What follows belongs to an exercise in optimizing a design on an open flow for a short achievable clock period and few clock cycles; a production flow would make more cautious choices.
Function was not checked in any run shown here: the RTL went through the layout flow alone.
The flow treats the clock pin as an ideal source, which a real chip does not have.
Power is estimated from default activity; no workload was simulated.

<file path="flow/flow/run.sh">
#!/bin/bash
# Layout flow: the standard ORFS flow (standard.sh, unchanged synthesis), with
#  - port buffers of a stronger cell (buf_8) instead of the default choice,
#  - timing repair free to resize a cell to any footprint of the same function, and
#  - an extra timing repair after detailed placement, before CTS (flow/post_dp.tcl).
# make's output goes to standard.log; each ORFS step logs to orfs/logs/.
set -euo pipefail
bash standard.sh MATCH_CELL_FOOTPRINT=0 "BUFFER_PORTS_ARGS=-buffer_cell sky130_fd_sc_hd__buf_8" \
    "POST_DETAIL_PLACE_TCL=$PWD/flow/post_dp.tcl" finish > standard.log 2>&1
</file>
<file path="flow/flow/post_dp.tcl">
# Timing repair on the detailed placement (placement parasitics, ideal clock), before CTS.
log_cmd estimate_parasitics -placement
log_cmd repair_timing -setup -setup_margin $::env(SETUP_SLACK_MARGIN) -repair_tns 100 -verbose
detailed_placement
optimize_mirroring
utl::info FLW 12 "Placement violations after repair [check_placement -verbose]."
log_cmd estimate_parasitics -placement
</file>
<file path="flow/standard.sh">
#!/bin/bash
# synth_recipe.tcl (not shown) runs the flow's synth.tcl, then flattens the netlist and writes it again
# the make line also repeats each setting of config.mk as NAME=value (left out here)
make -C /OpenROAD-flow-scripts/flow DESIGN_CONFIG=/design/flow/config.mk WORK_HOME=/design/flow/orfs CLKGATE_MAP_FILE= SYNTH_SCRIPT=/design/flow/synth_recipe.tcl "${@:-finish}"
</file>
<file path="flow/config.mk">
export PLATFORM = sky130hd
export DESIGN_NAME = rv32i_core
export DESIGN_NICKNAME = rv32i_core
export VERILOG_FILES = /design/flow/design.v
export SDC_FILE = /design/flow/constraint.sdc
export NUM_CORES = 4
export LEC_CHECK = 0
export ABC_CLOCK_PERIOD_IN_PS = 2500
export CAP_MARGIN = 20
export CORE_MARGIN = 2
export CORE_UTILIZATION = 40
export SETUP_SLACK_MARGIN = 5
export SLEW_MARGIN = 20
export TNS_END_PERCENT = 100
</file>
<file path="flow/constraint.sdc">
create_clock -name core_clock -period 9.0 [get_ports {clk}]
set_input_delay 1.8000 -clock core_clock [delete_from_list [all_inputs] [get_ports {clk}]]
set_output_delay 1.8000 -clock core_clock [all_outputs]
set_load 0.01 [all_outputs]
</file>
<file path="flow/design.v">
`timescale 1ns/10ps
module rv32i_core #(
    parameter logic [31:0] RESET_PC = 32'h0000_0000
) (
    input  logic        clk,
    input  logic        i_reset,
    output logic [31:0] o_imem_addr,
    input  logic [31:0] i_imem_rdata,
    output logic [31:0] o_dmem_addr,
    output logic [31:0] o_dmem_wdata,
    output logic [3:0]  o_dmem_byte_en,
    output logic        o_dmem_we,
    output logic        o_dmem_re,
    input  logic [31:0] i_dmem_rdata
);
    localparam int BTB_N = 16;
    localparam int RAS_N = 16;
    logic [31:2] pc_q;
    logic        ex_valid;
    logic [31:2] ex_pc;
    logic [31:0] ex_a;           
    logic [31:0] ex_b;           
    logic [31:0] ex_s;           
    logic [3:0]  ex_fa_m, ex_fb_m, ex_fs_m;
    logic        ex_sub;
    logic        ex_r_add, ex_r_slt, ex_r_sltu, ex_r_sll, ex_r_sr, ex_r_xor, ex_r_or, ex_r_and, ex_r_link;
    logic        ex_sra;
    logic [31:0] ex_link;        
    logic        ex_wr;
    logic [4:0]  ex_rd;
    logic        ex_load, ex_store;
    logic [2:0]  ex_f3;
    logic        ex_br, ex_jal, ex_jalr, ex_ret, ex_push;
    logic        ex_force;       
    logic        ex_m_eq1, ex_m_eq0, ex_m_lt1, ex_m_lt0, ex_m_ltu1, ex_m_ltu0;
    logic        ex_pred;
    logic        ex_pred_hit;
    logic [1:0]  ex_pred_ctr;
    logic [31:2] ex_pred_tgt;
    logic        ex_alt_pc4;     
    logic [31:2] ex_boff;        
    logic        mem_valid;
    logic        mem_wr;
    logic [4:0]  mem_rd;
    logic [31:0] mem_res;
    logic        mem_load;
    logic [2:0]  mem_f3;
    logic [1:0]  mem_lane;
    logic        mem_redir;      
    logic        mem_jpred;      
    logic        mem_push, mem_pop;
    logic [11:2] mem_link;
    logic [31:2] mem_redir_tgt;
    logic [31:2] mem_pred_tgt;
    logic [31:0] dm_addr;
    logic [31:0] dm_wdata;
    logic [3:0]  dm_be;
    logic        dm_we, dm_re;
    logic        wb_wr;
    logic [4:0]  wb_rd;
    logic [31:0] wb_res;
    logic [31:0] rf [1:31];
    logic [BTB_N-1:0] btb_v;
    logic [11:6] btb_tag [BTB_N];
    logic [11:2] btb_tgt [BTB_N];
    logic [1:0]  btb_ctr [BTB_N];
    logic        btb_br  [BTB_N];
    logic        btb_ret [BTB_N];
    logic        btb_pt  [BTB_N];    
    logic [11:2] ras [RAS_N];
    logic [3:0]  ras_ptr;        
    logic stall;                 
    logic ex_mispred;            
    logic [31:2] ex_tgt;
    logic kill_f;                
    logic kill_ex;               
    logic ex_live;
    assign o_imem_addr = {pc_q, 2'b00};
    logic [3:0]  f_idx;
    logic        f_hit, f_pred;
    logic [31:2] f_tgt;
    logic [11:2] ras_top;
    logic [BTB_N-1:0] f_dec, f_match;
    logic             f_low;
    logic [11:2]      f_btgt;
    logic             f_ret;
    assign f_idx   = pc_q[5:2];
    assign ras_top = ras[ras_ptr];
    assign f_low   = (pc_q[31:12] == 20'd0);
    always_comb begin
        f_hit  = 1'b0;
        f_pred = 1'b0;
        f_btgt = '0;
        f_ret  = 1'b0;
        for (int e = 0; e < BTB_N; e++) begin
            f_dec[e]   = (f_idx == 4'(e));
            f_match[e] = btb_v[e] && (btb_tag[e] == pc_q[11:6]);
            f_hit      = f_hit  | (f_dec[e] & f_match[e]);
            f_pred     = f_pred | (f_dec[e] & f_match[e] & btb_pt[e]);
            f_btgt     = f_btgt | (f_dec[e] ? btb_tgt[e] : 10'd0);
            f_ret      = f_ret  | (f_dec[e] & btb_ret[e]);
        end
        f_hit  = f_hit && f_low;
        f_pred = f_pred && f_low;
    end
    assign f_tgt   = {20'd0, f_ret ? ras_top : f_btgt};
    always_ff @(posedge clk) begin
        if (i_reset) begin
            pc_q <= RESET_PC[31:2];
        end else if (ex_mispred) begin
            pc_q <= ex_tgt;
        end else if (mem_redir) begin
            pc_q <= mem_redir_tgt;
        end else if (!stall) begin
            pc_q <= f_pred ? f_tgt : pc_q + 30'd1;
        end
    end
    logic [6:0] opc;
    logic [4:0] d_rs1, d_rs2, d_rd;
    logic [2:0] d_f3;
    logic       d_f7_5;
    logic d_op, d_opimm, d_lui, d_auipc, d_jal, d_jalr, d_br, d_load, d_store;
    logic d_use1, d_use2;
    logic [31:0] imm_i, imm_s, imm_b, imm_u, imm_j, d_imm;
    logic [31:0] rv1, rv2;
    logic [31:2] d_pc4;
    assign opc    = i_imem_rdata[6:0];
    assign d_rd   = i_imem_rdata[11:7];
    assign d_f3   = i_imem_rdata[14:12];
    assign d_rs1  = i_imem_rdata[19:15];
    assign d_rs2  = i_imem_rdata[24:20];
    assign d_f7_5 = i_imem_rdata[30];
    assign d_op    = (opc == 7'b0110011);
    assign d_opimm = (opc == 7'b0010011);
    assign d_lui   = (opc == 7'b0110111);
    assign d_auipc = (opc == 7'b0010111);
    assign d_jal   = (opc == 7'b1101111);
    assign d_jalr  = (opc == 7'b1100111);
    assign d_br    = (opc == 7'b1100011);
    assign d_load  = (opc == 7'b0000011);
    assign d_store = (opc == 7'b0100011);
    assign d_use1 = d_op | d_opimm | d_jalr | d_br | d_load | d_store;
    assign d_use2 = d_op | d_br | d_store;
    assign imm_i = {{20{i_imem_rdata[31]}}, i_imem_rdata[31:20]};
    assign imm_s = {{20{i_imem_rdata[31]}}, i_imem_rdata[31:25], i_imem_rdata[11:7]};
    assign imm_b = {{19{i_imem_rdata[31]}}, i_imem_rdata[31], i_imem_rdata[7], i_imem_rdata[30:25], i_imem_rdata[11:8], 1'b0};
    assign imm_u = {i_imem_rdata[31:12], 12'h000};
    assign imm_j = {{11{i_imem_rdata[31]}}, i_imem_rdata[31], i_imem_rdata[19:12], i_imem_rdata[20], i_imem_rdata[30:21], 1'b0};
    always_comb begin
        if (d_store)              d_imm = imm_s;
        else if (d_lui | d_auipc) d_imm = imm_u;
        else                      d_imm = imm_i;
    end
    logic [31:0] oh1, oh2;
    logic        bm1, bm2, bw1, bw2;
    logic [31:0] wb_next;
    assign bm1 = mem_valid && mem_wr && mem_rd == d_rs1;
    assign bm2 = mem_valid && mem_wr && mem_rd == d_rs2;
    assign bw1 = wb_wr && wb_rd == d_rs1 && !bm1;
    assign bw2 = wb_wr && wb_rd == d_rs2 && !bm2;
    always_comb begin
        oh1 = 32'd0;
        oh2 = 32'd0;
        for (int i = 1; i < 32; i++) begin
            oh1[i] = (d_rs1 == 5'(i)) && !bm1 && !bw1;
            oh2[i] = (d_rs2 == 5'(i)) && !bm2 && !bw2;
        end
        rv1 = (bm1 ? wb_next : 32'd0) | (bw1 ? wb_res : 32'd0);
        rv2 = (bm2 ? wb_next : 32'd0) | (bw2 ? wb_res : 32'd0);
        for (int i = 1; i < 32; i++) begin
            rv1 = rv1 | (oh1[i] ? rf[i] : 32'd0);
            rv2 = rv2 | (oh2[i] ? rf[i] : 32'd0);
        end
    end
    assign d_pc4  = pc_q + 30'd1;
    logic a_m, b_m, bb_m;
    assign bb_m = b_m && (d_op || d_br);
    assign a_m = d_use1 && ex_valid && ex_wr && (ex_rd == d_rs1);
    assign b_m = d_use2 && ex_valid && ex_wr && (ex_rd == d_rs2);
    assign stall = ex_valid && ex_load && ex_wr && !ex_force &&
                   ((d_use1 && ex_rd == d_rs1) || (d_use2 && ex_rd == d_rs2));
    logic d_ctrl;
    assign d_ctrl = d_br | d_jal | d_jalr;
    always_ff @(posedge clk) begin
        if (i_reset || kill_f || stall) begin
            ex_valid <= 1'b0;
        end else begin
            ex_valid <= 1'b1;
        end
        ex_pc   <= pc_q;
        ex_a    <= d_auipc ? {pc_q, 2'b00} : d_lui ? 32'd0 : rv1;
        ex_b    <= d_op || d_br ? rv2 : d_imm;
        ex_s    <= rv2;
        ex_fa_m <= {a_m && !(stall || i_reset), a_m && !i_reset, a_m && !stall, a_m};
        ex_fb_m <= {bb_m && !(stall || i_reset), bb_m && !i_reset, bb_m && !stall, bb_m};
        ex_fs_m <= {b_m && !(stall || i_reset), b_m && !i_reset, b_m && !stall, b_m};
        ex_m_eq1  <= d_br && ((d_f3 == 3'b000 && !f_pred) || (d_f3 == 3'b001 && f_pred));
        ex_m_eq0  <= d_br && ((d_f3 == 3'b000 && f_pred) || (d_f3 == 3'b001 && !f_pred));
        ex_m_lt1  <= d_br && ((d_f3 == 3'b100 && !f_pred) || (d_f3 == 3'b101 && f_pred));
        ex_m_lt0  <= d_br && ((d_f3 == 3'b100 && f_pred) || (d_f3 == 3'b101 && !f_pred));
        ex_m_ltu1 <= d_br && ((d_f3 == 3'b110 && !f_pred) || (d_f3 == 3'b111 && f_pred));
        ex_m_ltu0 <= d_br && ((d_f3 == 3'b110 && f_pred) || (d_f3 == 3'b111 && !f_pred));
        ex_sub  <= d_op && d_f3 == 3'b000 && d_f7_5;
        ex_r_add  <= (d_op || d_opimm) ? d_f3 == 3'b000 : !(d_jal || d_jalr);
        ex_r_sll  <= (d_op || d_opimm) && d_f3 == 3'b001;
        ex_r_slt  <= (d_op || d_opimm) && d_f3 == 3'b010;
        ex_r_sltu <= (d_op || d_opimm) && d_f3 == 3'b011;
        ex_r_xor  <= (d_op || d_opimm) && d_f3 == 3'b100;
        ex_r_sr   <= (d_op || d_opimm) && d_f3 == 3'b101;
        ex_r_or   <= (d_op || d_opimm) && d_f3 == 3'b110;
        ex_r_and  <= (d_op || d_opimm) && d_f3 == 3'b111;
        ex_r_link <= d_jal || d_jalr;
        ex_sra    <= d_f7_5;
        ex_link   <= {d_pc4, 2'b00};
        ex_wr     <= (d_op | d_opimm | d_lui | d_auipc | d_jal | d_jalr | d_load) && d_rd != 5'd0;
        ex_rd     <= d_rd;
        ex_load   <= d_load;
        ex_store  <= d_store;
        ex_f3     <= d_f3;
        ex_br     <= d_br;
        ex_jal    <= d_jal;
        ex_jalr   <= d_jalr;
        ex_ret    <= d_jalr && d_rd == 5'd0 && d_rs1 == 5'd1;
        ex_push   <= (d_jal || d_jalr) && d_rd == 5'd1;
        ex_force  <= (d_jal && !f_pred) || (d_jalr && !f_pred) || (!d_ctrl && f_pred);
        ex_pred   <= f_pred;
        ex_pred_hit <= f_hit;
        ex_pred_ctr <= btb_ctr[f_idx];
        ex_pred_tgt <= f_tgt;
        ex_alt_pc4 <= f_pred && !d_jal;
        ex_boff   <= d_jal ? imm_j[31:2] : imm_b[31:2];
    end
    logic [31:0] a, b, s;
    logic [31:0] sum, shl, shr, res;
    logic        lt, ltu, eq, cond;
    logic [4:0]  shamt;
    always_comb begin
        for (int k = 0; k < 4; k++) begin
            a[8*k +: 8] = ex_fa_m[k] ? mem_res[8*k +: 8] : ex_a[8*k +: 8];
            b[8*k +: 8] = ex_fb_m[k] ? mem_res[8*k +: 8] : ex_b[8*k +: 8];
            s[8*k +: 8] = ex_fs_m[k] ? mem_res[8*k +: 8] : ex_s[8*k +: 8];
        end
    end
    assign sum   = ex_sub ? a - b : a + b;
    assign lt    = $signed(a) < $signed(b);
    assign ltu   = a < b;
    assign eq    = (a == b);
    assign shamt = b[4:0];
    assign shl   = a << shamt;
    logic [32:0] shr33;
    assign shr33 = $signed({ex_sra & a[31], a}) >>> shamt;
    assign shr   = shr33[31:0];
    always_comb begin
        res = 32'd0;
        if (ex_r_add)  res = res | sum;
        if (ex_r_slt)  res = res | {31'd0, lt};
        if (ex_r_sltu) res = res | {31'd0, ltu};
        if (ex_r_sll)  res = res | shl;
        if (ex_r_sr)   res = res | shr;
        if (ex_r_xor)  res = res | (a ^ b);
        if (ex_r_or)   res = res | (a | b);
        if (ex_r_and)  res = res | (a & b);
        if (ex_r_link) res = res | ex_link;
    end
    always_comb begin
        case (ex_f3)
            3'b000:  cond = eq;
            3'b001:  cond = !eq;
            3'b100:  cond = lt;
            3'b101:  cond = !lt;
            3'b110:  cond = ltu;
            default: cond = !ltu;
        endcase
    end
    assign ex_live    = ex_valid && !mem_redir;
    assign ex_mispred = ex_live && (ex_force || (eq && ex_m_eq1) || (!eq && ex_m_eq0) ||
                                    (lt && ex_m_lt1) || (!lt && ex_m_lt0) ||
                                    (ltu && ex_m_ltu1) || (!ltu && ex_m_ltu0));
    logic [31:2] btgt, ex_alt;
    assign btgt       = ex_pc + ex_boff;
    assign ex_alt     = ex_alt_pc4 ? ex_link[31:2] : btgt;
    assign ex_tgt     = (ex_jalr && !ex_pred) ? sum[31:2] : ex_alt;
    assign kill_f  = mem_redir || ex_mispred;
    assign kill_ex = mem_redir;
    assign mem_redir = mem_jpred && (mem_redir_tgt != mem_pred_tgt);
    always_ff @(posedge clk) begin
        if (i_reset) begin
            ras_ptr <= 4'd0;
            for (int i = 0; i < RAS_N; i++) ras[i] <= '0;
        end else if (mem_push) begin
            ras[ras_ptr + 4'd1] <= mem_link;
            ras_ptr <= ras_ptr + 4'd1;
        end else if (mem_pop) begin
            ras_ptr <= ras_ptr - 4'd1;
        end
    end
    logic        u_valid, u_taken, u_br, u_ret, u_hit;
    logic [1:0]  u_ctr;
    logic [31:2] u_pc, u_tgt;
    always_ff @(posedge clk) begin
        if (i_reset) begin
            u_valid <= 1'b0;
        end else begin
            u_valid <= ex_live && (ex_br || ex_jal || ex_ret);
        end
        u_taken <= ex_jal || ex_jalr || (ex_br && cond);
        u_br    <= ex_br;
        u_ret   <= ex_ret;
        u_hit   <= ex_pred_hit;
        u_ctr   <= ex_pred_ctr;
        u_pc    <= ex_pc;
        u_tgt   <= btgt;
    end
    logic [3:0] u_idx;
    logic       u_inrange;
    assign u_idx     = u_pc[5:2];
    assign u_inrange = (u_pc[31:12] == 20'd0) && (u_ret || u_tgt[31:12] == 20'd0);
    always_ff @(posedge clk) begin
        if (i_reset) begin
            btb_v <= '0;
        end else if (u_valid && u_inrange) begin
            if (u_taken) begin
                btb_v[u_idx]   <= 1'b1;
                btb_tag[u_idx] <= u_pc[11:6];
                btb_tgt[u_idx] <= u_tgt[11:2];
                btb_br[u_idx]  <= u_br;
                btb_ret[u_idx] <= u_ret;
                btb_ctr[u_idx] <= !u_hit ? 2'd2 : (u_ctr == 2'd3 ? 2'd3 : u_ctr + 2'd1);
                btb_pt[u_idx]  <= 1'b1;
            end else if (u_hit) begin
                btb_ctr[u_idx] <= (u_ctr == 2'd0) ? 2'd0 : u_ctr - 2'd1;
                btb_pt[u_idx]  <= !u_br || u_ctr == 2'd3;
            end
        end
    end
    logic [1:0] lane;
    logic [3:0] be;
    assign lane = sum[1:0];
    always_comb begin
        case (ex_f3[1:0])
            2'b00:   be = 4'b0001 << lane;
            2'b01:   be = lane[1] ? 4'b1100 : 4'b0011;
            default: be = 4'b1111;
        endcase
    end
    always_ff @(posedge clk) begin
        if (i_reset || kill_ex) begin
            mem_valid <= 1'b0;
            dm_we     <= 1'b0;
            dm_re     <= 1'b0;
            mem_jpred <= 1'b0;
            mem_push  <= 1'b0;
            mem_pop   <= 1'b0;
        end else begin
            mem_valid <= ex_valid;
            dm_we     <= ex_valid && ex_store;
            dm_re     <= ex_valid && ex_load;
            mem_jpred <= ex_valid && ex_jalr && ex_pred;
            mem_push  <= ex_valid && ex_push;
            mem_pop   <= ex_valid && ex_ret;
        end
        mem_wr        <= ex_wr;
        mem_rd        <= ex_rd;
        mem_res       <= res;
        mem_load      <= ex_load;
        mem_f3        <= ex_f3;
        mem_lane      <= lane;
        mem_redir_tgt <= sum[31:2];
        mem_pred_tgt  <= ex_pred_tgt;
        mem_link      <= ex_link[11:2];
        dm_addr       <= {sum[31:2], 2'b00};
        dm_wdata      <= s << {lane, 3'b000};
        dm_be         <= be;
    end
    assign o_dmem_addr    = dm_addr;
    assign o_dmem_wdata   = dm_wdata;
    assign o_dmem_byte_en = dm_be;
    assign o_dmem_we      = dm_we;
    assign o_dmem_re      = dm_re;
    logic [31:0] lw_sh, ld_val;
    assign lw_sh = i_dmem_rdata >> {mem_lane, 3'b000};
    always_comb begin
        case (mem_f3)
            3'b000:  ld_val = {{24{lw_sh[7]}}, lw_sh[7:0]};
            3'b001:  ld_val = {{16{lw_sh[15]}}, lw_sh[15:0]};
            3'b100:  ld_val = {24'd0, lw_sh[7:0]};
            3'b101:  ld_val = {16'd0, lw_sh[15:0]};
            default: ld_val = lw_sh;
        endcase
    end
    assign wb_next = mem_load ? ld_val : mem_res;
    always_ff @(posedge clk) begin
        if (i_reset) begin
            wb_wr <= 1'b0;
        end else begin
            wb_wr <= mem_valid && mem_wr;
        end
        wb_rd  <= mem_rd;
        wb_res <= wb_next;
    end
    always_ff @(posedge clk) begin
        if (wb_wr) begin
            rf[wb_rd] <= wb_res;
        end
    end
endmodule
</file>
==> impl_results.md, run 1 <==
- Status: stopped before the end
- Last step reached: 3_5_place_dp
- Tool error: Error: detail_place.tcl, 42 can't read "::env(SETUP_SLACK_MARGIN)": no such variable
- RePlAce Congestion: 1.02
- I/O pins: 168
- Post-synth top flop: edfxtp_1
- Synth top cells by count: 1472 x edfxtp_1, 625 x a22oi_1, 531 x dfxtp_1, 474 x nor2_1, 398 x clkbuf_1
- Post-DP HPWL: 258000 um
- Post-synth EDFFs: 1472
- Die width: 476 um
- Top cells by area, synth: edfxtp_1 50%, dfxtp_1 12%, a22oi_1 5.3%, a221oi_1 2.2%, nor2_1 2.0%
- Rows: 173
- Number of port buffers: 163
- Placed Cells: 10000
- Synth async-reset ratio: 0%
- Placed inst area: 96000 um2
- Synth cell types: 93
- YS warnings: 1
- Syn Area/Cell: 12.4 um2
- Starting density of the core: 40.1%
- Synth area leader: edfxtp_1
- Syn Inst Count: 7194
- Syn Std Cell Area: 89100 um2
- Count leader, synth: edfxtp_1
- Pre-CTS setup slack: 2.95 ns
- Die H: 476 um
- Yosys reg bits: 2003
- Sequential share of the synthesized area: 61.6%
- Synth top area share: 49.6%
## cell families after synthesis
group	Yosys count	share of synthesized area, %
AOI/OAI and AO/OA	2088	17.2
DFF	2003	61.6
and+or+nand+nor	1789	9.91
buffers and inverters	663	2.94
muxes	274	4.01
xor gates and xnor gates	232	2.28
adders and majority gates	144	2.05
other	1	0.00421
## worst max path at each step
stage | startpoint | end | depth (start not counted) | slack [ns]
3_3_place_gp | i_imem_rdata[19] | ex_a[23] | 12 | 2.46
2_1_floorplan | i_imem_rdata[20] | ex_b[19] | 11 | 4.62
## per-stage QoR
step	area, um2	cells	setup slack [ns]	hold WS, ns
global placement	95900	10000	2.46	0.311
floorplan	89800	7197	4.62	0.310
## power by group through the flow
stage             Combinational (uW)  Sequential, uW  Clock, uW
floorplan                       2090           12000          0
global placement                4160           12600          0
==> run 2: changes to the inputs <==
--- a/flow/design.v
+++ b/flow/design.v
@@ -48,8 +48,6 @@
     logic [1:0]  mem_lane;
     logic        mem_redir;      
     logic        mem_jpred;      
-    logic        mem_push, mem_pop;
-    logic [11:2] mem_link;
     logic [31:2] mem_redir_tgt;
     logic [31:2] mem_pred_tgt;
     logic [31:0] dm_addr;
@@ -66,7 +64,6 @@
     logic [1:0]  btb_ctr [BTB_N];
     logic        btb_br  [BTB_N];
     logic        btb_ret [BTB_N];
-    logic        btb_pt  [BTB_N];    
     logic [11:2] ras [RAS_N];
     logic [3:0]  ras_ptr;        
     logic stall;                 
@@ -80,30 +77,11 @@
     logic        f_hit, f_pred;
     logic [31:2] f_tgt;
     logic [11:2] ras_top;
-    logic [BTB_N-1:0] f_dec, f_match;
-    logic             f_low;
-    logic [11:2]      f_btgt;
-    logic             f_ret;
     assign f_idx   = pc_q[5:2];
     assign ras_top = ras[ras_ptr];
-    assign f_low   = (pc_q[31:12] == 20'd0);
-    always_comb begin
-        f_hit  = 1'b0;
-        f_pred = 1'b0;
-        f_btgt = '0;
-        f_ret  = 1'b0;
-        for (int e = 0; e < BTB_N; e++) begin
-            f_dec[e]   = (f_idx == 4'(e));
-            f_match[e] = btb_v[e] && (btb_tag[e] == pc_q[11:6]);
-            f_hit      = f_hit  | (f_dec[e] & f_match[e]);
-            f_pred     = f_pred | (f_dec[e] & f_match[e] & btb_pt[e]);
-            f_btgt     = f_btgt | (f_dec[e] ? btb_tgt[e] : 10'd0);
-            f_ret      = f_ret  | (f_dec[e] & btb_ret[e]);
-        end
-        f_hit  = f_hit && f_low;
-        f_pred = f_pred && f_low;
-    end
-    assign f_tgt   = {20'd0, f_ret ? ras_top : f_btgt};
+    assign f_hit   = btb_v[f_idx] && (btb_tag[f_idx] == pc_q[11:6]) && (pc_q[31:12] == 20'd0);
+    assign f_pred  = f_hit && (!btb_br[f_idx] || btb_ctr[f_idx][1]);
+    assign f_tgt   = {20'd0, btb_ret[f_idx] ? ras_top : btb_tgt[f_idx]};
     always_ff @(posedge clk) begin
         if (i_reset) begin
             pc_q <= RESET_PC[31:2];
@@ -247,9 +225,7 @@
     assign eq    = (a == b);
     assign shamt = b[4:0];
     assign shl   = a << shamt;
-    logic [32:0] shr33;
-    assign shr33 = $signed({ex_sra & a[31], a}) >>> shamt;
-    assign shr   = shr33[31:0];
+    assign shr   = $unsigned($signed({ex_sra & a[31], a}) >>> shamt);
     always_comb begin
         res = 32'd0;
         if (ex_r_add)  res = res | sum;
@@ -287,11 +263,13 @@
         if (i_reset) begin
             ras_ptr <= 4'd0;
             for (int i = 0; i < RAS_N; i++) ras[i] <= '0;
-        end else if (mem_push) begin
-            ras[ras_ptr + 4'd1] <= mem_link;
-            ras_ptr <= ras_ptr + 4'd1;
-        end else if (mem_pop) begin
-            ras_ptr <= ras_ptr - 4'd1;
+        end else if (ex_live) begin
+            if (ex_push) begin
+                ras[ras_ptr + 4'd1] <= ex_link[11:2];
+                ras_ptr <= ras_ptr + 4'd1;
+            end else if (ex_ret) begin
+                ras_ptr <= ras_ptr - 4'd1;
+            end
         end
     end
     logic        u_valid, u_taken, u_br, u_ret, u_hit;
@@ -326,10 +304,8 @@
                 btb_br[u_idx]  <= u_br;
                 btb_ret[u_idx] <= u_ret;
                 btb_ctr[u_idx] <= !u_hit ? 2'd2 : (u_ctr == 2'd3 ? 2'd3 : u_ctr + 2'd1);
-                btb_pt[u_idx]  <= 1'b1;
             end else if (u_hit) begin
                 btb_ctr[u_idx] <= (u_ctr == 2'd0) ? 2'd0 : u_ctr - 2'd1;
-                btb_pt[u_idx]  <= !u_br || u_ctr == 2'd3;
             end
         end
     end
@@ -349,15 +325,11 @@
             dm_we     <= 1'b0;
             dm_re     <= 1'b0;
             mem_jpred <= 1'b0;
-            mem_push  <= 1'b0;
-            mem_pop   <= 1'b0;
         end else begin
             mem_valid <= ex_valid;
             dm_we     <= ex_valid && ex_store;
             dm_re     <= ex_valid && ex_load;
             mem_jpred <= ex_valid && ex_jalr && ex_pred;
-            mem_push  <= ex_valid && ex_push;
-            mem_pop   <= ex_valid && ex_ret;
         end
         mem_wr        <= ex_wr;
         mem_rd        <= ex_rd;
@@ -367,7 +339,6 @@
         mem_lane      <= lane;
         mem_redir_tgt <= sum[31:2];
         mem_pred_tgt  <= ex_pred_tgt;
-        mem_link      <= ex_link[11:2];
         dm_addr       <= {sum[31:2], 2'b00};
         dm_wdata      <= s << {lane, 3'b000};
         dm_be         <= be;
==> flow/run.sh (new file) <==
#!/bin/bash
# synth_recipe.tcl (not shown) runs the flow's synth.tcl, then flattens the netlist and writes it again
# the make line also repeats each setting of config.mk as NAME=value (left out here)
make -C /OpenROAD-flow-scripts/flow DESIGN_CONFIG=/design/flow/config.mk WORK_HOME=/design/flow/orfs CLKGATE_MAP_FILE= SYNTH_SCRIPT=/design/flow/synth_recipe.tcl finish
removed: flow/flow/run.sh
removed: flow/flow/post_dp.tcl
removed: flow/standard.sh
==> impl_results.md, run 2 <==
- VDD IR max: 0.193 mV
- Synth cell types: 92 (-1.1%)
- Syn Inst Count: 7078 (-1.6%)
- DIE AREA: 228000 um2
- Violation count after the first detailed-route iteration: 16500
- YS warnings: 1 (unchanged)
- Non-filler cells in the finished layout: 10900
- CORE AREA: 223000 um2
- I/O pins: 168 (unchanged)
- Post-DP HPWL: 309000 um (+20%)
- Number of port buffers: 163 (unchanged)
- Worst-Margin Slew: 1.24 ns
- CTS clk-pin slew, worst paths: 0.06 ns
- # nets final: 7896
- Syn Area/Cell: 12.7 um2 (+2.3%)
- Starting density of the core: 40.3% (+0.15 points)
- Hold buffers post-CTS: 0
- H-tree depth: 4
- DRC viols: 0
- Hold Path Class: register to register
- Worst setup SP type: input port
- WL/cell: 45.3 um
- Pwr/cell area: 221 nW/um2
- Min Tclk post-route: 4.38 ns
- Layout cells sized above 1: 25.5%
- Vias in the first global route: 71800
- Final setup fails: 0
- Leading registers by flop count: rf x992, btb_tgt x160, ras x160
- Post-synth top flop: edfxtp_1
- Max Cap Viol: 0
- Sink Count: 1995
- Synth area leader: edfxtp_1
- Total wire length after detailed routing: 493000 um
- Clock Skew: 0.107 ns
- Commonest non-fill, non-tap cells in the layout: 1472 x edfxtp_1, 478 x dfxtp_1, 473 x a22oi_1, 470 x buf_4, 351 x nor2_1
- CTS tree: yes
- Via count of the routed design: 78300
- Fin. Hold Viols: 0
- Commonest non-fill, non-tap cell in the layout: edfxtp_1
- RSZ-0062 raised after global routing: yes
- Synth async-reset ratio: 0% (unchanged)
- Vias/cell: 7.20
- Fin crit share: 48.6%
- Final instance area: 113000 um2
- Post-synth EDFFs: 1472 (unchanged)
- Clock buffer depth: 3
- Sequential share of the synthesized area: 61.0% (-0.59 points)
- Crit path max fanout: 11
- Count leader, synth: edfxtp_1
- Rows: 173 (unchanged)
- Largest Register: rf
- Layout area overhead: 26.5%
- Placed inst area: 96800 um2 (+0.88%)
- Gr usage total: 41.1%
- First-pass GRT wire length: 638000 um
- Arr. time, crit path: 5.20 ns
- Clk root buf: clkbuf_16
- Die H: 477 um (+0.33%)
- Static Leakage: 0.0393 uW
- Final ANT Viol Nets: 0
- WP data required: 9.82 ns
- RePlAce Congestion: 1.04 (+1.3%)
- Setup crit end kind: register
- Max Slew Vio Count: 0
- Post-Route Setup TNS: 0 ns
- Top cells by area, synth: edfxtp_1 49%, dfxtp_1 12%, a22oi_1 4.4%, mux4_2 3.8%, a221oi_1 2.4%
- Synth top cells by count: 1472 x edfxtp_1, 523 x dfxtp_1, 520 x a22oi_1, 467 x nor2_1, 382 x clkbuf_1
- Status: no timing/DRC/antenna violations
- Setup CP Type: input port to register
- Synth top area share: 49.3% (-0.33 points)
- Placed Cells: 9999 (-0.37%)
- Syn Std Cell Area: 89700 um2 (+0.66%)
- GRT Residual Overflow: 0
- Yosys reg bits: 1995 (-0.40%)
- First-pass detailed-route iteration total: 12
- Clk latency of the worst-skew pair: 0.93 ns
- F_max: 0.228 GHz
- Die width: 477 um (+0.33%)
- Pin count of the biggest net entering global routing: 68
- Initial antenna violation count: 42
- Slew headroom: 17.2%
- Cts bufs inserted: 206
- Power Total: 25100 uW
- Max reg flops: 992
-- run 2: cells by family after synthesis --
group / Yosys count / share of synthesized area [%]
multiplexers: 402 / 6.72
flip-flops: 1995 / 61.0
buffers and inverters: 665 / 2.97
XOR/XNOR: 148 / 1.45
adder cells (fa/ha/maj): 141 / 1.99
other: 1 / 0.00418
AO/OA/AOI/OAI: 2019 / 16.5
AND/OR/NAND/NOR: 1707 / 9.41
-- run 2: metal layers --
layer	global-route usage (%)	wire, um	vias to the layer above
met5	5.19	1730	-
met4	31.8	51100	38
met3	18.0	72800	2662
met2	57.3	198000	7699
met1	48.9	169000	38700
li1	-	-	29300
-- run 2: path summary, 6_finish.rpt --
path / from / end / slack (ns) / depth (start not counted)
setup / recovery: i_imem_rdata[22] / ex_b[30] / 4.62 / 15
hold / removal: ex_pred_tgt[0] / mem_pred_tgt[0] / 0.32 / 0
setup reg to reg: ex_a[20] / pc_q[7] / 4.64 / 17
hold reg to reg: ex_pred_tgt[0] / mem_pred_tgt[0] / 0.32 / 0
-- run 2: area by class of cell --
| type | count | area (um2) |
|---|---|---|
| Multi-Input combinational cell | 4426 | 36800 |
| Antenna cell | 38 | 95.1 |
| Sequential cell | 1995 | 54800 |
| Fill cell | 19000 | 109000 |
| Clock inverter | 113 | 1420 |
| Timing Repair Buffer | 910 | 10200 |
| Tap cell | 2975 | 3720 |
| Inverter | 150 | 583 |
| Clock buffer | 275 | 5760 |
-- run 2: worst max-delay path: stages --
cell and delay (ns):
buf_6 0.22, buf_4 0.43, nor2b_2 0.38, buf_4 0.26, nand3_4 0.16, buf_4 0.18
nor2_4 0.50, buf_12 0.24, buf_4 0.19, a22o_1 0.15, a221oi_2 0.05, nand4_1 0.20
nor3_4 0.07, buf_12 0.14, a31oi_1 0.15
-- run 2: repair_timing --
action | CTS | global route
pin swaps | 138 | 194
hold endpoints to repair | 0 | 0
buffers inserted | 283 | 129
resized for setup | 570 | 386
endpoints found under the setup margin | 546 | 293
gates cloned | 25 | 16
-- run 2: metrics by stage --
stage	hold WS (ns)	util (%)	setup slack, ns
after floorplan	0.310	-	4.65
after global placement	0.311	43.5	1.49
after detailed placement	0.312	43.5	1.41
after CTS	0.323	49.4	4.74
after global routing	0.333	50.9	4.65
final	0.324	51.0	4.62
-- run 2: power breakdown --
part,switching (uW),internal [uW]
logic,2900,1450
clock network,3930,5150
registers,782,10900
total,7610,17500
==> run 3: changes to the inputs <==
--- a/flow/design.v
+++ b/flow/design.v
@@ -21,7 +21,7 @@
     logic [31:0] ex_a;           
     logic [31:0] ex_b;           
     logic [31:0] ex_s;           
-    logic [3:0]  ex_fa_m, ex_fb_m, ex_fs_m;
+    logic        ex_fa_m, ex_fa_w, ex_fb_m, ex_fb_w, ex_fs_m, ex_fs_w;
     logic        ex_sub;
     logic        ex_r_add, ex_r_slt, ex_r_sltu, ex_r_sll, ex_r_sr, ex_r_xor, ex_r_or, ex_r_and, ex_r_link;
     logic        ex_sra;
@@ -32,13 +32,12 @@
     logic [2:0]  ex_f3;
     logic        ex_br, ex_jal, ex_jalr, ex_ret, ex_push;
     logic        ex_force;       
-    logic        ex_m_eq1, ex_m_eq0, ex_m_lt1, ex_m_lt0, ex_m_ltu1, ex_m_ltu0;
     logic        ex_pred;
     logic        ex_pred_hit;
     logic [1:0]  ex_pred_ctr;
     logic [31:2] ex_pred_tgt;
-    logic        ex_alt_pc4;     
-    logic [31:2] ex_boff;        
+    logic [31:2] ex_alt;         
+    logic [31:2] ex_btgt;        
     logic        mem_valid;
     logic        mem_wr;
     logic [4:0]  mem_rd;
@@ -102,6 +101,7 @@
     logic [31:0] imm_i, imm_s, imm_b, imm_u, imm_j, d_imm;
     logic [31:0] rv1, rv2;
     logic [31:2] d_pc4;
+    logic [31:2] d_btgt;
     assign opc    = i_imem_rdata[6:0];
     assign d_rd   = i_imem_rdata[11:7];
     assign d_f3   = i_imem_rdata[14:12];
@@ -129,32 +129,21 @@
         else if (d_lui | d_auipc) d_imm = imm_u;
         else                      d_imm = imm_i;
     end
-    logic [31:0] oh1, oh2;
-    logic        bm1, bm2, bw1, bw2;
-    logic [31:0] wb_next;
-    assign bm1 = mem_valid && mem_wr && mem_rd == d_rs1;
-    assign bm2 = mem_valid && mem_wr && mem_rd == d_rs2;
-    assign bw1 = wb_wr && wb_rd == d_rs1 && !bm1;
-    assign bw2 = wb_wr && wb_rd == d_rs2 && !bm2;
     always_comb begin
-        oh1 = 32'd0;
-        oh2 = 32'd0;
-        for (int i = 1; i < 32; i++) begin
-            oh1[i] = (d_rs1 == 5'(i)) && !bm1 && !bw1;
-            oh2[i] = (d_rs2 == 5'(i)) && !bm2 && !bw2;
-        end
-        rv1 = (bm1 ? wb_next : 32'd0) | (bw1 ? wb_res : 32'd0);
-        rv2 = (bm2 ? wb_next : 32'd0) | (bw2 ? wb_res : 32'd0);
-        for (int i = 1; i < 32; i++) begin
-            rv1 = rv1 | (oh1[i] ? rf[i] : 32'd0);
-            rv2 = rv2 | (oh2[i] ? rf[i] : 32'd0);
-        end
+        if (d_rs1 == 5'd0)                  rv1 = 32'd0;
+        else if (wb_wr && wb_rd == d_rs1)   rv1 = wb_res;
+        else                                rv1 = rf[d_rs1];
+        if (d_rs2 == 5'd0)                  rv2 = 32'd0;
+        else if (wb_wr && wb_rd == d_rs2)   rv2 = wb_res;
+        else                                rv2 = rf[d_rs2];
     end
     assign d_pc4  = pc_q + 30'd1;
-    logic a_m, b_m, bb_m;
-    assign bb_m = b_m && (d_op || d_br);
+    assign d_btgt = pc_q + (d_jal ? imm_j[31:2] : imm_b[31:2]);
+    logic a_m, a_w, b_m, b_w;
     assign a_m = d_use1 && ex_valid && ex_wr && (ex_rd == d_rs1);
+    assign a_w = d_use1 && mem_valid && mem_wr && (mem_rd == d_rs1) && !a_m;
     assign b_m = d_use2 && ex_valid && ex_wr && (ex_rd == d_rs2);
+    assign b_w = d_use2 && mem_valid && mem_wr && (mem_rd == d_rs2) && !b_m;
     assign stall = ex_valid && ex_load && ex_wr && !ex_force &&
                    ((d_use1 && ex_rd == d_rs1) || (d_use2 && ex_rd == d_rs2));
     logic d_ctrl;
@@ -169,15 +158,12 @@
         ex_a    <= d_auipc ? {pc_q, 2'b00} : d_lui ? 32'd0 : rv1;
         ex_b    <= d_op || d_br ? rv2 : d_imm;
         ex_s    <= rv2;
-        ex_fa_m <= {a_m && !(stall || i_reset), a_m && !i_reset, a_m && !stall, a_m};
-        ex_fb_m <= {bb_m && !(stall || i_reset), bb_m && !i_reset, bb_m && !stall, bb_m};
-        ex_fs_m <= {b_m && !(stall || i_reset), b_m && !i_reset, b_m && !stall, b_m};
-        ex_m_eq1  <= d_br && ((d_f3 == 3'b000 && !f_pred) || (d_f3 == 3'b001 && f_pred));
-        ex_m_eq0  <= d_br && ((d_f3 == 3'b000 && f_pred) || (d_f3 == 3'b001 && !f_pred));
-        ex_m_lt1  <= d_br && ((d_f3 == 3'b100 && !f_pred) || (d_f3 == 3'b101 && f_pred));
-        ex_m_lt0  <= d_br && ((d_f3 == 3'b100 && f_pred) || (d_f3 == 3'b101 && !f_pred));
-        ex_m_ltu1 <= d_br && ((d_f3 == 3'b110 && !f_pred) || (d_f3 == 3'b111 && f_pred));
-        ex_m_ltu0 <= d_br && ((d_f3 == 3'b110 && f_pred) || (d_f3 == 3'b111 && !f_pred));
+        ex_fa_m <= a_m;
+        ex_fa_w <= a_w;
+        ex_fb_m <= b_m && (d_op || d_br);
+        ex_fb_w <= b_w && (d_op || d_br);
+        ex_fs_m <= b_m;
+        ex_fs_w <= b_w;
         ex_sub  <= d_op && d_f3 == 3'b000 && d_f7_5;
         ex_r_add  <= (d_op || d_opimm) ? d_f3 == 3'b000 : !(d_jal || d_jalr);
         ex_r_sll  <= (d_op || d_opimm) && d_f3 == 3'b001;
@@ -205,19 +191,17 @@
         ex_pred_hit <= f_hit;
         ex_pred_ctr <= btb_ctr[f_idx];
         ex_pred_tgt <= f_tgt;
-        ex_alt_pc4 <= f_pred && !d_jal;
-        ex_boff   <= d_jal ? imm_j[31:2] : imm_b[31:2];
+        ex_alt    <= (f_pred && !d_jal) ? d_pc4 : d_btgt;
+        ex_btgt   <= d_btgt;
     end
     logic [31:0] a, b, s;
     logic [31:0] sum, shl, shr, res;
     logic        lt, ltu, eq, cond;
     logic [4:0]  shamt;
     always_comb begin
-        for (int k = 0; k < 4; k++) begin
-            a[8*k +: 8] = ex_fa_m[k] ? mem_res[8*k +: 8] : ex_a[8*k +: 8];
-            b[8*k +: 8] = ex_fb_m[k] ? mem_res[8*k +: 8] : ex_b[8*k +: 8];
-            s[8*k +: 8] = ex_fs_m[k] ? mem_res[8*k +: 8] : ex_s[8*k +: 8];
-        end
+        a = ex_fa_m ? mem_res : ex_fa_w ? wb_res : ex_a;
+        b = ex_fb_m ? mem_res : ex_fb_w ? wb_res : ex_b;
+        s = ex_fs_m ? mem_res : ex_fs_w ? wb_res : ex_s;
     end
     assign sum   = ex_sub ? a - b : a + b;
     assign lt    = $signed(a) < $signed(b);
@@ -249,12 +233,7 @@
         endcase
     end
     assign ex_live    = ex_valid && !mem_redir;
-    assign ex_mispred = ex_live && (ex_force || (eq && ex_m_eq1) || (!eq && ex_m_eq0) ||
-                                    (lt && ex_m_lt1) || (!lt && ex_m_lt0) ||
-                                    (ltu && ex_m_ltu1) || (!ltu && ex_m_ltu0));
-    logic [31:2] btgt, ex_alt;
-    assign btgt       = ex_pc + ex_boff;
-    assign ex_alt     = ex_alt_pc4 ? ex_link[31:2] : btgt;
+    assign ex_mispred = ex_live && (ex_force || (ex_br && (cond != ex_pred)));
     assign ex_tgt     = (ex_jalr && !ex_pred) ? sum[31:2] : ex_alt;
     assign kill_f  = mem_redir || ex_mispred;
     assign kill_ex = mem_redir;
@@ -287,7 +266,7 @@
         u_hit   <= ex_pred_hit;
         u_ctr   <= ex_pred_ctr;
         u_pc    <= ex_pc;
-        u_tgt   <= btgt;
+        u_tgt   <= ex_btgt;
     end
     logic [3:0] u_idx;
     logic       u_inrange;
@@ -359,7 +338,6 @@
             default: ld_val = lw_sh;
         endcase
     end
-    assign wb_next = mem_load ? ld_val : mem_res;
     always_ff @(posedge clk) begin
         if (i_reset) begin
             wb_wr <= 1'b0;
@@ -367,7 +345,7 @@
             wb_wr <= mem_valid && mem_wr;
         end
         wb_rd  <= mem_rd;
-        wb_res <= wb_next;
+        wb_res <= mem_load ? ld_val : mem_res;
     end
     always_ff @(posedge clk) begin
         if (wb_wr) begin
--- a/flow/config.mk
+++ b/flow/config.mk
@@ -11,4 +11,4 @@
 export CORE_UTILIZATION = 40
 export SETUP_SLACK_MARGIN = 5
 export SLEW_MARGIN = 20
-export TNS_END_PERCENT = 100
+export TNS_END_PERCENT = 30
==> impl_results.md, run 3 <==
- Status: no timing/DRC/antenna violations
- Worst-Margin Slew: 1.14 ns (-0.100 ns)
- Pwr/cell area: 220 nW/um2 (-0.67%)
- FILL cells: 20400 (+7.6%)
- F_max: 0.209 GHz (-8.5%)
- Slew headroom: 23.5% (+6.3 points)
- VDD IR max: 0.185 mV (-4.1%)
- Crit path max fanout: 4 (-7)
- First-pass detailed-route iteration total: 6 (-6)
- Arr. time, crit path: 5.50 ns (+0.30 ns)
- Sequential share of the synthesized area: 57.8% (-3.2 points)
- Post-synth top flop: edfxtp_1
- Setup crit end kind: register
- Yosys reg bits: 2024 (+1.5%)
- First-pass GRT wire length: 473000 um (-26%)
- Post-synth EDFFs: 1472 (unchanged)
- Commonest non-fill, non-tap cell in the layout: edfxtp_1
- Initial antenna violation count: 12 (-71%)
- Fin. Hold Viols: 0 (unchanged)
- Max Cap Viol: 0 (unchanged)
- Clk latency of the worst-skew pair: 0.88 ns (-0.05 ns)
- Total net switching power: 7110 uW (-6.6%)
- YS warnings: 1 (unchanged)
- Synth area leader: edfxtp_1
- Synth async-reset ratio: 0% (unchanged)
- GRT Residual Overflow: 0 (unchanged)
- Die H: 493 um (+3.2%)
- Gr usage total: 27.2% (-14 points)
- DRC viols: 0 (unchanged)
- Final ANT Viol Nets: 0 (unchanged)
- Max incr delay on CP: 0.46 ns (-0.04 ns)
- Number of port buffers: 163 (unchanged)
- Starting density of the core: 40.2% (-0.072 points)
- Final setup fails: 0 (unchanged)
- Worst path bufs/invs: 1 (-6)
- I/O pins: 168 (unchanged)
- DIE AREA: 243000 um2 (+6.5%)
- Min Tclk post-route: 4.79 ns (+0.408 ns)
- Sw frac: 28.6% (-1.7 points)
- Layout cells sized above 1: 26.3% (+0.81 points)
- CP Depth: 19 (+4)
- Max Slew Vio Count: 0 (unchanged)
- Hold buffers post-CTS: 0 (unchanged)
- Hold Crit Depth: 0 (unchanged)
- Setup CP Type: input port to register
- CP max stage cell: a2111o_1
- Fin crit share: 53.2% (+4.5 points)
- Clk root buf: clkbuf_16
- Static Leakage: 0.0386 uW (-1.7%)
- Cts bufs inserted: 212 (+2.9%)
- Hold Path Class: register to register
- H-tree depth: 4 (unchanged)
- Vias in the first global route: 63200 (-12%)
- Count leader, synth: edfxtp_1
- Worst path cell trace: buf_8, nor2b_4, and2_4, nand2_4, nor2_4, and2_4, mux2_4, ha_4, fa_2, a21o_1, a21oi_2, o21bai_1, a2111o_1, nand3_4, a21oi_4, nor3_4, nor2_2, mux2_4, and3b_1
- Post-DP HPWL: 217000 um (-30%)
- Clock network power share: 36.5% (+0.3 points)
- Max reg flops: 992 (unchanged)
- Clock buffer depth: 3 (unchanged)
- Delay-heaviest family, CP: simple AND/OR/NAND/NOR gates
- Commonest non-fill, non-tap cells in the layout: 1472 x edfxtp_1, 648 x mux4_2, 531 x nor2_1, 526 x dfxtp_1, 383 x mux2i_1
- # nets final: 7325 (-7.2%)
- Core Util, Final: 47.6% (-3.4 points)
- Top cells by area, synth: edfxtp_1 46%, mux4_2 15%, dfxtp_1 12%, mux2i_1 4.5%, nor2_1 2.3%
- Die width: 493 um (+3.2%)
- Sequential fraction of design power: 46.5% (about the same)
- Syn Area/Cell: 13.9 um2 (+10%)
- Non-filler cells in the finished layout: 10500 (-3.8%)
- Power Total: 24800 uW (-0.98%)
- CORE AREA: 238000 um2 (+6.8%)
- Reg2reg path depth: 17 (unchanged)
- CTS clk-pin slew, worst paths: 0.06 ns (about the same)
- Syn Inst Count: 6861 (-3.1%)
- Post-Route Setup TNS: 0 ns (unchanged)
- Synth cell types: 92 (unchanged)
- Via count of the routed design: 64600 (-18%)
- CTS tree: yes
- Largest Register: rf
- Multi-input logic area: 40400 um2 (+9.7%)
- Comb pwr share: 17.1% (-0.2 points)
- Pin count of the biggest net entering global routing: 89 (+31%)
- Vias/cell: 6.17 (-14%)
- WL/cell: 32.3 um (-29%)
- WP data required: 9.72 ns (-0.10 ns)
- Placed Cells: 9844 (-1.6%)
- Synth top cells by count: 1472 x edfxtp_1, 648 x mux4_2, 592 x nor2_1, 552 x dfxtp_1, 426 x mux2i_1
- Clock Skew: 0.0621 ns (-0.0447 ns)
- Synth top area share: 46.3% (-3.1 points)
- Violation count after the first detailed-route iteration: 7601 (-54%)
- Sequential Area: 55300 um2 (+1.0%)
- Leading registers by flop count: rf x992, btb_tgt x160, ras x160
- RePlAce Congestion: 0.990 (-4.4%)
- Layout area overhead: 18.3%
- Worst setup SP type: input port
- Rows: 179 (+3.5%)
- RSZ-0062 raised after global routing: yes
- Syn Std Cell Area: 95600 um2 (+6.6%)
- Internal power: 17700 uW (+1.5%)
- Sink Count: 2024 (+1.5%)
- Total wire length after detailed routing: 338000 um (-31%)
-- run 3: logic make-up after synthesis --
group	synth area share (%)
AO/OA/AOI/OAI	8.09
XOR/XNOR	1.26
adder cells (fa/ha/maj)	1.87
buffers and inverters	2.72
flip-flops	57.8
multiplexers	20.5
other	0.00392
AND/OR/NAND/NOR	7.76
-- run 3: final cells by class --
cell class                      count  share of cell area (%)
Clock buffer                      286                    5.18
Antenna cell                        2                 0.00443
Timing Repair Buffer              552                    4.94
Tap cell                         3167                    3.50
Timing Repair inverter              3                  0.0332
Clock inverter                    110                    1.19
Inverter                          133                   0.484
Sequential cell                  2024                    48.9
Multi-Input combinational cell   4192                    35.7
-- run 3: final timing paths --
kind / from / to / slack, ns
worst max-delay path: i_imem_rdata[4] / ex_alt[30] / 4.21
worst min-delay path: ex_pc[29] / u_pc[29] / 0.29
worst min register to register: ex_pc[29] / u_pc[29] / 0.29
worst max register to register: ex_fb_w / register / 4.62
-- run 3: through the flow --
step	hold WS (ns)	area (um2)	worst slack [ns]
2_1_floorplan	0.310	95900	3.83
3_3_place_gp	0.310	101000	2.55
3_5_place_dp	0.312	101000	2.54
4_1_cts	0.299	112000	4.38
5_1_grt	0.307	113000	4.16
6_report	0.293	113000	4.21
-- run 3: metal layers --
metal	GRT usage (%)	wire, um
met1	36.5	134000
met2	42.2	155000
met3	4.88	28900
met4	14.4	20100
met5	0	14
-- run 3: timing repair --
action	CTS	global route
buffers inserted	171	38
pin swaps	139	66
setup endpoints to repair	367	355
gates resized for setup	444	189
cloned	14	3
-- run 3: power groups by stage --
stage	combinational, uW	clock (uW)	sequential [uW]
3_3_place_gp	3540	0	11700
2_1_floorplan	1790	0	11700
4_1_cts	4060	9180	11500
3_5_place_dp	3560	0	11700
5_1_grt	4410	9520	11600
6_report	4240	9060	11500

port drivers added, routing unchanged:
The flow's constraints put no driver on any port. The routed layouts listed below were extracted and timed again, unchanged, in two steps.
Step 1 assumes that a clkbuf_16 drives the clock port and a buf_2 every other input.
Step 2 also shifts input and output timing later by t, the mid clock arrival at the registers, as if the neighbouring blocks saw the same clock.
Three values: ideal ports, drivers, drivers and shift; two values: the first two.
| run | shift t [ns] | setup WS [ns] | latest minus earliest clock arrival (ns) | pins driven straight from the clock port |
|---|---|---|---|---|
| run 2 | 0.974 | 4.622 / 4.623 / 3.649 | 0.108 / 0.109 | 1 |
| run 3 | 0.940 | 4.214 / 4.244 / 3.305 | 0.065 / 0.065 | 1 |
After both steps setup and hold are still met in every run listed. The setup slack of run 2, which loses most, moves by +0.001 ns with the drivers and by -0.973 ns with both steps.
